What follows belongs to an exercise in optimizing a design on an open flow for a short achievable clock period and few clock cycles per item; a production flow would make more cautious choices. Function was checked by simulation only, so behaviour that the tests miss may differ from the original. Power and IR drop assume default switching activity.

### config.mk
export PLATFORM = sky130hd
export DESIGN_NAME = fat_chain_engine
export DESIGN_NICKNAME = fat_chain_engine
export VERILOG_FILES = /design/flow/design.v
export SDC_FILE = /design/flow/constraint.sdc
export NUM_CORES = 4
export LEC_CHECK = 0
export CAP_MARGIN = 20
export CORE_MARGIN = 2
export CORE_UTILIZATION = 40
export PLACE_DENSITY = 0.6
export SLEW_MARGIN = 20
### constraint.sdc
create_clock -name core_clock -period 5.0 [get_ports {clk}]
set_input_delay 1.0000 -clock core_clock [delete_from_list [all_inputs] [get_ports {clk}]]
set_output_delay 1.0000 -clock core_clock [all_outputs]
set_load 0.01 [all_outputs]
### design.v
`default_nettype none
package fce_pkg;
    localparam int TABLE_DEPTH = 64;
    localparam int IDX_W       = $clog2(TABLE_DEPTH);
    localparam int LINK_W      = $clog2(TABLE_DEPTH + 2);
    localparam int FIELD_W     = 6;
    localparam int ACT_W       = 3;
    localparam logic [LINK_W-1:0] CODE_FREE = LINK_W'(TABLE_DEPTH);
    localparam logic [LINK_W-1:0] CODE_END  = LINK_W'(TABLE_DEPTH + 1);
    localparam logic [ACT_W-1:0] ACT_CLEAR    = 3'd0;
    localparam logic [ACT_W-1:0] ACT_ALLOCATE = 3'd1;
    localparam logic [ACT_W-1:0] ACT_APPEND   = 3'd2;
    localparam logic [ACT_W-1:0] ACT_TRUNCATE = 3'd3;
    localparam logic [ACT_W-1:0] ACT_LIST     = 3'd4;
    typedef struct packed {
        logic              clr;
        logic              we;
        logic [IDX_W-1:0]  addr;
        logic [LINK_W-1:0] data;
    } fce_wr_t;
endpackage
`default_nettype wire
`default_nettype none
module fce_table (
    input  wire logic                         clk,
    input  wire logic                         rst_n,
    input  wire fce_pkg::fce_wr_t             wr,
    input  wire logic                         re,
    input  wire logic [fce_pkg::IDX_W-1:0]    raddr,
    output logic      [fce_pkg::LINK_W-1:0]   rdata
);
    logic [fce_pkg::LINK_W-1:0]      mem [fce_pkg::TABLE_DEPTH];
    logic [fce_pkg::TABLE_DEPTH-1:0] valid_reg;
    logic [fce_pkg::LINK_W-1:0]      rdata_reg;
    always_ff @(posedge clk or negedge rst_n)
    begin
        if (!rst_n)
        begin
            valid_reg <= '0;
        end
        else if (wr.clr)
        begin
            valid_reg <= '0;
        end
        else if (wr.we)
        begin
            valid_reg[wr.addr] <= 1'b1;
        end
    end
    always_ff @(posedge clk)
    begin
        if (wr.we)
        begin
            mem[wr.addr] <= wr.data;
        end
    end
    always_ff @(posedge clk)
    begin
        if (re)
        begin
            rdata_reg <= valid_reg[raddr] ? mem[raddr] : fce_pkg::CODE_FREE;
        end
    end
    assign rdata = rdata_reg;
endmodule
`default_nettype wire
`default_nettype none
module fat_chain_engine (
    input  wire logic                          clk,
    input  wire logic                          rst_n,
    input  wire logic                          in_valid,
    output logic                               in_stall,
    input  wire logic [fce_pkg::ACT_W-1:0]     action,
    input  wire logic [fce_pkg::FIELD_W-1:0]   target_block,
    input  wire logic [fce_pkg::FIELD_W-1:0]   new_block,
    output logic                               out_valid,
    input  wire logic                          out_stall,
    output logic      [fce_pkg::FIELD_W-1:0]   block_index,
    output logic                               last_of_run,
    output logic                               status
);
    localparam logic [1:0] S_IDLE = 2'd0;
    localparam logic [1:0] S_EVAL = 2'd1;
    localparam logic [1:0] S_WR2  = 2'd2;
    logic [1:0]                    state_reg, state_next;
    logic                          list_reg, list_next;
    logic [fce_pkg::IDX_W-1:0]     blk_reg, blk_next;
    logic [fce_pkg::IDX_W-1:0]     cnt_reg, cnt_next;
    logic [fce_pkg::IDX_W-1:0]     fresh_reg, fresh_next;
    logic                          fresh_ok_reg, fresh_ok_next;
    logic                          out_valid_reg;
    logic [fce_pkg::IDX_W-1:0]     out_blk_reg;
    logic                          out_last_reg;
    logic                          out_status_reg;
    fce_pkg::fce_wr_t              wr;
    logic                          re;
    logic [fce_pkg::IDX_W-1:0]     raddr;
    logic [fce_pkg::LINK_W-1:0]    rdata;
    logic                          in_acc;
    logic                          target_ok;
    logic                          out_free;
    logic                          more;
    logic                          loop_hit;
    logic                          walk_end;
    logic                          emit;
    logic                          emit_last;
    fce_table u_table (
        .clk   (clk),
        .rst_n (rst_n),
        .wr    (wr),
        .re    (re),
        .raddr (raddr),
        .rdata (rdata)
    );
    assign in_stall  = (state_reg != S_IDLE);
    assign in_acc    = in_valid && !in_stall;
    assign target_ok = ({1'b0, target_block} < (fce_pkg::FIELD_W + 1)'(fce_pkg::TABLE_DEPTH));
    assign out_free  = !out_valid_reg || !out_stall;
    assign more     = (rdata < fce_pkg::LINK_W'(fce_pkg::TABLE_DEPTH));
    assign loop_hit = more && (cnt_reg == fce_pkg::IDX_W'(fce_pkg::TABLE_DEPTH - 1));
    assign walk_end = !more || loop_hit;
    always_comb
    begin
        state_next    = state_reg;
        list_next     = list_reg;
        blk_next      = blk_reg;
        cnt_next      = cnt_reg;
        fresh_next    = fresh_reg;
        fresh_ok_next = fresh_ok_reg;
        wr            = '0;
        re            = 1'b0;
        raddr         = blk_reg;
        emit          = 1'b0;
        emit_last     = 1'b0;
        case (state_reg)
            S_IDLE:
            begin
                if (in_acc)
                begin
                    case (action)
                        fce_pkg::ACT_CLEAR:
                        begin
                            wr.clr = 1'b1;
                        end
                        fce_pkg::ACT_ALLOCATE,
                        fce_pkg::ACT_TRUNCATE:
                        begin
                            wr.we   = target_ok;
                            wr.addr = target_block[fce_pkg::IDX_W-1:0];
                            wr.data = fce_pkg::CODE_END;
                        end
                        fce_pkg::ACT_APPEND,
                        fce_pkg::ACT_LIST:
                        begin
                            if (target_ok)
                            begin
                                re            = 1'b1;
                                raddr         = target_block[fce_pkg::IDX_W-1:0];
                                blk_next      = target_block[fce_pkg::IDX_W-1:0];
                                cnt_next      = '0;
                                list_next     = (action == fce_pkg::ACT_LIST);
                                fresh_next    = new_block[fce_pkg::IDX_W-1:0];
                                fresh_ok_next = ({1'b0, new_block} <
                                                 (fce_pkg::FIELD_W + 1)'(fce_pkg::TABLE_DEPTH));
                                state_next    = S_EVAL;
                            end
                        end
                        default:
                        begin
                        end
                    endcase
                end
            end
            S_EVAL:
            begin
                if (list_reg)
                begin
                    if (out_free)
                    begin
                        emit      = 1'b1;
                        emit_last = walk_end;
                        if (walk_end)
                        begin
                            state_next = S_IDLE;
                        end
                        else
                        begin
                            re       = 1'b1;
                            raddr    = rdata[fce_pkg::IDX_W-1:0];
                            blk_next = rdata[fce_pkg::IDX_W-1:0];
                            cnt_next = cnt_reg + 1'b1;
                        end
                    end
                end
                else if (!walk_end)
                begin
                    re       = 1'b1;
                    raddr    = rdata[fce_pkg::IDX_W-1:0];
                    blk_next = rdata[fce_pkg::IDX_W-1:0];
                    cnt_next = cnt_reg + 1'b1;
                end
                else if (out_free)
                begin
                    emit      = 1'b1;
                    emit_last = 1'b1;
                    if (!loop_hit && fresh_ok_reg)
                    begin
                        wr.we      = 1'b1;
                        wr.addr    = blk_reg;
                        wr.data    = fce_pkg::LINK_W'(fresh_reg);
                        state_next = S_WR2;
                    end
                    else
                    begin
                        state_next = S_IDLE;
                    end
                end
            end
            S_WR2:
            begin
                wr.we      = 1'b1;
                wr.addr    = fresh_reg;
                wr.data    = fce_pkg::CODE_END;
                state_next = S_IDLE;
            end
            default:
            begin
                state_next = S_IDLE;
            end
        endcase
    end
    always_ff @(posedge clk or negedge rst_n)
    begin
        if (!rst_n)
        begin
            state_reg     <= S_IDLE;
            out_valid_reg <= 1'b0;
        end
        else
        begin
            state_reg <= state_next;
            if (emit)
            begin
                out_valid_reg <= 1'b1;
            end
            else if (!out_stall)
            begin
                out_valid_reg <= 1'b0;
            end
        end
    end
    always_ff @(posedge clk)
    begin
        list_reg     <= list_next;
        blk_reg      <= blk_next;
        cnt_reg      <= cnt_next;
        fresh_reg    <= fresh_next;
        fresh_ok_reg <= fresh_ok_next;
        if (emit)
        begin
            out_blk_reg    <= blk_reg;
            out_last_reg   <= emit_last;
            out_status_reg <= loop_hit;
        end
    end
    assign out_valid   = out_valid_reg;
    assign block_index = fce_pkg::FIELD_W'(out_blk_reg);
    assign last_of_run = out_last_reg;
    assign status      = out_status_reg;
endmodule
`default_nettype wire
### run.sh
#!/bin/bash
# synth_recipe.tcl (not shown) runs the flow's synth.tcl, then flattens the netlist and writes it again
# the make line also repeats each setting of config.mk as NAME=value (left out here)
make -C /OpenROAD-flow-scripts/flow DESIGN_CONFIG=/design/flow/config.mk WORK_HOME=/design/flow/orfs CLKGATE_MAP_FILE= SYNTH_SCRIPT=/design/flow/synth_recipe.tcl finish
==> flow_summary.ini <==
[outcome]
outcome = timing/DRC/antenna clean

[logic_synthesis]
synthesis.nets = 1813
synth-main-ff-cell = edfxtp_1
synth_seq_cells = 549
synth_warnings = 2
netlist_instances = 1792
synth_edf_count = 476
synthArstFlopShare_pct = 12.2
syn_area_mm2 = 0.0230
yosysSeqAreaShare_pct = 70.1
synth_cell_type_count = 62
synth.avg_cell_area_um2 = 12.8

[clocking]
clkLatencyLatePin_ns = 0.61
cts_inserted_buffers = 56
cts.sinks = 549
root_buffer = clkbuf_16
post_cts_resized = 0
cts_tree = yes
post-cts-setup-buffers = 0
hold_buffers = 0
clk_pin_slew_ns = 0.06
clk_path_buf_depth = 3
htreeDepth = 2

[critical_path]
worstPathCellList = clkdlybuf4s50_1, or4b_1, nor3_1, o32a_1, a2bb2oi_1, nand2_1, a311oi_1, nor4_1, mux4_2, nand4b_1
critPathMaxStageDelay_ns = 0.63
critPathArrivalTime_ns = 4.59
crit_fanout = 7
worst_path_max_delay_cell = mux4_2
cp-end-kind = register
cp-start-kind = primary input
path_class = in2reg
cp_num_buf_inv = 1
path_delay_family = simple AND/OR/NAND/NOR gates
required_ns = 5.35

[drt]
antenna_left = 0
drt-total-wl_um = 61300
vias = 15200
drt_first_pass_iters = 9
vias_per_cell = 5.79
drc = 0
drt-initial-drc-count = 1864
wl_per_cell_um = 23.4

[finish]
nNetsFinal = 1842
regArea_mm2 = 0.0161
drive_above_1_share_pct = 11.3
mostFrequentLayoutCells = edfxtp_1 (476), nand2_1 (310), nor2_1 (152), and3_1 (92), nand3_1 (91)
largest_reg_flops = 448
multi_input_area_mm2 = 0.00630
insertedDiodeCount = 0
stdcell_count = 2624
fin_area_mm2 = 0.0262
fillerInstances = 4980
final_common_cell = edfxtp_1
syn2layout_area_growth_pct = 14.3

[global_route]
antenna_found_initial = 0
grt_max_degree = 87
grt_overflow_total = 0
grt_usage_pct = 20.5
first_global_vias = 14700
grt_pass1_wl_um = 93700

[floorplanning]
fp.dieArea_mm2 = 0.0593
io_pins = 29
core_mm2 = 0.0566
die_height_um = 244
std_cell_rows = 87
fp.dieW_um = 244
initial_core_util_pct = 40.6

[placed_design]
placed_cell_area_mm2 = 0.0243
placedCellCount = 2519
gp_congestion = 0.892
hpwl_um = 37900
io_buffers = 28

[timing]
final_hold_viol_count = 0
period_share_pct = 84.8
clock_skew_ns = 0.0226
fin_setup_tns_ns = 0
finalCriticalPeriod_ns = 4.24
maxSlewViolCount = 0
fmax_mhz = 236
worst_slew_pin_slew_ns = 1.23
relSlewSlack_pct = 17.7
setup_viol = 0
rsz0062_at_grt = false

[power_and_ir_drop]
power.density_mw_per_mm2 = 554
p_leak_nw = 8.91
ir_drop_uv = 332

[worst_hold_path]
hp-class = in2async

[flow_run]
maxCapViolCount = 0
-- cell type report --
class | count | share of cell area, %
Sequential cell | 549 | 61.3
Multi-Input combinational cell | 1103 | 24.0
Clock buffer | 71 | 5.83
Tap cell | 756 | 3.61
Timing Repair Buffer | 99 | 3.56
Clock inverter | 34 | 1.46
Inverter | 12 | 0.181
-- worst paths after layout --
check | startpoint | endpoint | slack, ns | depth (start not counted)
worst max-delay path | in_valid | u_table.rdata_reg[6]$_SDFFCE_PN1P_ | 0.76 | 10
worst min-delay path | rst_n | out_valid_reg$_DFFE_PN0P_ | 0.49 | 1
worst max register to register | cnt_reg[0]$_SDFFCE_PN0P_ | u_table.rdata_reg[6]$_SDFFCE_PN1P_ | 0.96 | 10
worst min register to register | blk_reg[4]$_DFF_P_ | out_blk_reg[4]$_DFFE_PP_ | 0.49 | 0
max in group asynchronous | rst_n | u_table.valid_reg[42]$_DFFE_PN0P_ | 3.51 | 2
min in group core_clock | blk_reg[4]$_DFF_P_ | out_blk_reg[4]$_DFFE_PP_ | 0.49 | 0
-- cell usage after synthesis, types with 20 or more instances --
| cell type | number | area [um^2] |
|---|---|---|
| o211ai_1 | 28 | 210 |
| a211o_1 | 28 | 245 |
| o21ai_0 | 20 | 100 |
| clkbuf_1 | 63 | 236 |
| a21oi_1 | 70 | 350 |
| a32o_1 | 28 | 280 |
| nand2_1 | 311 | 1170 |
| dfrtp_1 | 67 | 1680 |
| and3_1 | 92 | 576 |
| a211oi_1 | 59 | 443 |
| edfxtp_1 | 476 | 14300 |
| mux2_2 | 28 | 315 |
| buf_2 | 46 | 230 |
| nand3_1 | 91 | 455 |
| a31oi_1 | 37 | 231 |
| nor2_1 | 152 | 571 |
| a311oi_1 | 30 | 263 |
-- power breakdown --
part / switching (W) / total (W) / internal [W] / leakage (nW)
Combinational: 0.00318 / 0.00476 / 0.00158 / 2.97
Sequential: 0.000161 / 0.00542 / 0.00526 / 5.01
Clock: 0.00178 / 0.00435 / 0.00257 / 0.927
Total: 0.00512 / 0.0145 / 0.00942 / 8.91
-- through the flow --
stage | setup slack (ns) | hold WS, ns | utilization, % | power [W]
detailed placement | 0.201 | 0.468 | 43.0 | 0.0102
CTS | 0.820 | 0.484 | 46.3 | 0.0146
global route | 0.610 | 0.501 | 46.3 | 0.0151
floorplan | 1.31 | 0.430 | - | 0.00854
finish | 0.762 | 0.489 | 46.3 | 0.0145
global placement | 0.142 | 0.469 | 43.0 | 0.0102
-- metal layers --
metal,wire length (um),global-route usage (%),vias up
met5,0,0,-
met2,27700,31.4,634
li1,-,-,6848
met4,1520,6.22,0
met3,4660,3.37,96
met1,27400,30.1,7620
-- logic make-up after synthesis --
family                   synth area share (%)
AO/OA/AOI/OAI                            11.1
XOR/XNOR                                0.420
adder cells (fa/ha/maj)                 0.109
buffers and inverters                    2.62
flip-flops                               70.1
multiplexers                             1.52
AND/OR/NAND/NOR                          14.1
Testbench counts, summed over its fixed seeds: cycles 194,334, items 48,000.

port drivers added, routing unchanged:
In the flow no input, the clock included, has a driving cell. The finished layout below was timed again as built, in two steps. Step 1 sets driving cells, clkbuf_16 on the clock port and buf_2 on the other inputs (assumed; they add their load-dependent delay and slew). Step 2 times the ports against the registers' clock, not the clock port: input delays grow and output delays shrink by t, the midpoint of the rising clock arrivals with the driver on. Slacks: ideal ports / drivers / drivers and shift; pairs: ideal ports / drivers.
t (ns): 0.660
slack for setup (ns): 0.762 / 0.792 / 0.132
worst setup path after step 2: input to register
After both steps setup and hold are still met in this run. The setup slack of this run moves by +0.030 ns with the drivers and by -0.630 ns with both steps.
